Context: an optimization exercise on an open-source flow, tuned for small area and a short achievable clock period. The choices shown serve that exercise and are no tape-out recipe. At most, simulation tests tie the RTL to the original design; equivalence was not proved. Power and IR drop assume default switching activity.

== R ==
## hot_tracker_top
module hot_tracker_top #(
  parameter int NUM_ENTRY   = hot_tracker_pkg::DEF_NUM_ENTRY,
  parameter int MIG_CREDITS = hot_tracker_pkg::DEF_MIG_CREDITS
) (
  input  logic                   clk_400mhz,
  input  logic                   rstn,
  input  hot_tracker_pkg::addr_t araddr,
  input  logic                   arvalid,
  input  logic                   arready,
  input  hot_tracker_pkg::addr_t csr_addr_lb,
  input  hot_tracker_pkg::addr_t csr_addr_ub,
  input  logic                   query_en,
  input  hot_tracker_pkg::cmd_t  query_cmd,
  input  logic                   mig_credit,
  output logic                   mem_chan_rd_en,
  output logic                   query_ready,
  output logic                   mig_addr_en,
  output hot_tracker_pkg::addr_t mig_addr
);
  localparam int CW = hot_tracker_pkg::CNT_SIZE;
  localparam int PW = hot_tracker_pkg::DATA_SIZE - 1;
  localparam int PS = hot_tracker_pkg::PAGE_SHIFT;
  logic                     busy;
  logic [2*NUM_ENTRY-1:0]   valid;
  logic [2*NUM_ENTRY-1:0]   clr;
  logic [2*NUM_ENTRY*CW-1:0] cnt_flat;
  logic [2*NUM_ENTRY*PW-1:0] page_flat;
  logic                     upd_even, upd_odd;
  access_filter u_access_filter (
  ...
For scale: about 2,400 cells after synthesis, about 650 flip-flops, ~150 I/O pins.
==> flow/config.mk <==
export PLATFORM = sky130hd
export DESIGN_NAME = hot_tracker_top
export DESIGN_NICKNAME = hot_tracker_top
export VERILOG_FILES = /design/flow/design.v
export SDC_FILE = /design/flow/constraint.sdc
export NUM_CORES = 4
export LEC_CHECK = 0
export CAP_MARGIN = 20
export CORE_MARGIN = 2
export CORE_UTILIZATION = 70
export CTS_BUF_LIST = sky130_fd_sc_hd__clkbuf_16
export CTS_CLUSTER_DIAMETER = 120
export CTS_CLUSTER_SIZE = 24
export SLEW_MARGIN = 20
export SYNTH_HIERARCHICAL = 1
export SYNTH_MINIMUM_KEEP_SIZE = 0
==> flow/constraint.sdc <==
create_clock -name core_clock -period 24.0 [get_ports {clk_400mhz}]
set_input_delay 4.8000 -clock core_clock [delete_from_list [all_inputs] [get_ports {clk_400mhz}]]
set_output_delay 4.8000 -clock core_clock [all_outputs]
set_load 0.01 [all_outputs]
standard.sh (not shown) runs the stock make flow with config.mk's settings and CLKGATE_MAP_FILE= SYNTH_SCRIPT=/design/flow/synth_recipe.tcl, a recipe that flattens the netlist after the stock synthesis.
==> flow/flow/run.sh <==
#!/bin/bash
# Own layout flow: the standard ORFS flow (standard.sh, unchanged synthesis),
# with two changes to how the layout is optimised:
#  - port buffers use a regular buffer cell instead of the resizer's default pick
#  - timing repair aims for extra setup margin (the SDC and clock are unchanged)
# Each tool's full output stays in orfs/logs/...; make's own output goes to flow_make.log.
set -euo pipefail
export BUFFER_PORTS_ARGS="-buffer_cell sky130_fd_sc_hd__buf_1"
export SETUP_SLACK_MARGIN="${OWN_SETUP_MARGIN:-13}"
export TNS_END_PERCENT="${OWN_TNS_END:-10}"
bash standard.sh > flow_make.log 2>&1
--- input diff R..Q ---
Settings: CORE_UTILIZATION changed from 70 to 60.
Results
- In the flow results for Q and R, the endpoint arrival time on the critical path is larger on R.
- Share of total power consumed by net switching of Q is on par with R.
- In summary, Q completed successfully, with a layout that passed the timing, DRC and antenna checks.
- Detailed-route wire length per cell: Q lower than R
- Compared with R, Q shows a higher sequential share of layout area.
- Comparing Q and R, the higher overall via count from detail_route was measured on R.
- Taking R as the reference, in Q relative area of non-clock buffer cells in the final design shrank by 0.55 points, fraction of final layout cells sized beyond drive strength 1 moved down.
- Relative to R, the wire length measured on Q has decreased slightly.
- Going from R to Q, tightest hold margin ~0 delta, non-clock buffer count +0.74%, transition time of the tightest slew-check pin -0.027 ns.
Function was not checked in any run of this note: the RTL went through the layout flow alone.

---

== run A ==
Another version of the RTL of hot_tracker_top (not shown whole).
For scale: ~2,400 cells after synthesis, roughly 650 flip-flops, about 0.032 mm2 of cells after synthesis.
Design hot_tracker_top, start of the top module:
module hot_tracker_top #(
  parameter int NUM_ENTRY   = hot_tracker_pkg::DEF_NUM_ENTRY,
  parameter int MIG_CREDITS = hot_tracker_pkg::DEF_MIG_CREDITS
) (
  input  logic                   clk_400mhz,
  input  logic                   rstn,
  input  hot_tracker_pkg::addr_t araddr,
  input  logic                   arvalid,
  input  logic                   arready,
  input  hot_tracker_pkg::addr_t csr_addr_lb,
  input  hot_tracker_pkg::addr_t csr_addr_ub,
  input  logic                   query_en,
  input  hot_tracker_pkg::cmd_t  query_cmd,
  input  logic                   mig_credit,
  output logic                   mem_chan_rd_en,
  output logic                   query_ready,
  output logic                   mig_addr_en,
  output hot_tracker_pkg::addr_t mig_addr
);
Settings: LEC_CHECK=0, CAP_MARGIN=20, CORE_MARGIN=2, CORE_UTILIZATION=60, CTS_BUF_LIST=sky130_fd_sc_hd__clkbuf_16, CTS_CLUSTER_DIAMETER=120, CTS_CLUSTER_SIZE=24, SLEW_MARGIN=20, SYNTH_HIERARCHICAL=1, SYNTH_MINIMUM_KEEP_SIZE=0; clock period 24.0 ns.
Scripts as last shown in full above: flow/flow/run.sh
Run A: no failed stages, no open violations at the end
What run B does differently from run A at the input level:
-- flow/flow/run.sh --
<<< run A, line 7
set -euo pipefail
export BUFFER_PORTS_ARGS="-buffer_cell sky130_fd_sc_hd__buf_1"
export SETUP_SLACK_MARGIN="${OWN_SETUP_MARGIN:-13}"
export TNS_END_PERCENT="${OWN_TNS_END:-10}"
bash standard.sh > flow_make.log 2>&1
>>> run B, line 7
set -euo pipefail
export BUFFER_PORTS_ARGS="-buffer_cell sky130_fd_sc_hd__buf_1"
export SETUP_SLACK_MARGIN="${OWN_SETUP_MARGIN:-12.7}"
export TNS_END_PERCENT="${OWN_TNS_END:-5}"
bash standard.sh > flow_make.log 2>&1
### Flow results
Run B completed; timing, DRC and antenna clean. Slew at the pin closest to its max-slew limit in run B vs run A: up 0.082 ns. On total global routing track utilization, the lower figure sits with run B, not run A. Of run A and run B, the lower layout overhead on the synthesized area belongs to run B.
The following lists how run C was set up differently from run B:
# run B
export LEC_CHECK = 0
export CAP_MARGIN = 20
export CORE_MARGIN = 2
export CORE_UTILIZATION = 60
export CTS_BUF_LIST = sky130_fd_sc_hd__clkbuf_16
export CTS_CLUSTER_DIAMETER = 120
export CTS_CLUSTER_SIZE = 24
export SLEW_MARGIN = 20
export SYNTH_HIERARCHICAL = 1
export SYNTH_MINIMUM_KEEP_SIZE = 0
create_clock -name core_clock -period 24.0 [get_ports {clk_400mhz}]
# run C
export LEC_CHECK = 0
export CAP_MARGIN = 20
export CORE_MARGIN = 2
export CORE_UTILIZATION = 60
export CTS_BUF_LIST = sky130_fd_sc_hd__clkbuf_8
export CTS_CLUSTER_DIAMETER = 80
export CTS_CLUSTER_SIZE = 14
export SLEW_MARGIN = 20
export SYNTH_HIERARCHICAL = 1
export SYNTH_MINIMUM_KEEP_SIZE = 0
create_clock -name core_clock -period 24.0 [get_ports {clk_400mhz}]
-- flow/flow/run.sh --
<<< run B, line 7
set -euo pipefail
export BUFFER_PORTS_ARGS="-buffer_cell sky130_fd_sc_hd__buf_1"
export SETUP_SLACK_MARGIN="${OWN_SETUP_MARGIN:-12.7}"
export TNS_END_PERCENT="${OWN_TNS_END:-5}"
bash standard.sh > flow_make.log 2>&1
>>> run C, line 7
set -euo pipefail
export BUFFER_PORTS_ARGS="-buffer_cell sky130_fd_sc_hd__buf_1"
export SETUP_SLACK_MARGIN="${OWN_SETUP_MARGIN:-13}"
export TNS_END_PERCENT="${OWN_TNS_END:-10}"
bash standard.sh > flow_make.log 2>&1
Results
Going from run B to run C, the minimum period implied by the final worst setup slack was found to have gone down by 0.18 ns. Setup slack: run C more than run B. Compared run B against run C; worst hold slack after final layout within noise. Looking at clock latency on the worst-skew pair, run C sits 0.08 ns higher than run B does. Side by side, power of the clock network turned out lower in run C than in run B. In the final design statistics, run C uses more standard cells in total than run B.

what the ideal ports hide:
In the flow no input, the clock included, has a driving cell. The finished layouts below were timed again as built, in two steps. Step 1 sets driving cells, clkbuf_16 on the clock port and buf_2 on the other inputs (assumed; they add their load-dependent delay and slew). Step 2 also shifts input and output timing later by t, the mid clock arrival at the registers, as if the neighbouring blocks saw the same clock. a / b / c = no drivers / after step 1 / after step 2; a / b = the first two.
| run | shift t [ns] | slack for setup (ns) | worst setup path after step 2 |
|---|---|---|---|
| R | 0.691 | 12.462 / 12.339 / 12.339 | input to output |
| Q | 0.704 | 12.689 / 12.563 / 12.563 | input to output |
| run A | 0.682 | 12.812 / 12.681 / 12.681 | input to output |
| run B | 0.684 | 12.722 / 12.701 / 12.701 | input to output |
| run C | 0.755 | 12.901 / 12.724 / 12.724 | input to output |
After both steps setup and hold are still met in every run listed. For run C, which loses most, drivers alone change the setup slack by -0.177 ns; drivers and shift together by -0.177 ns.
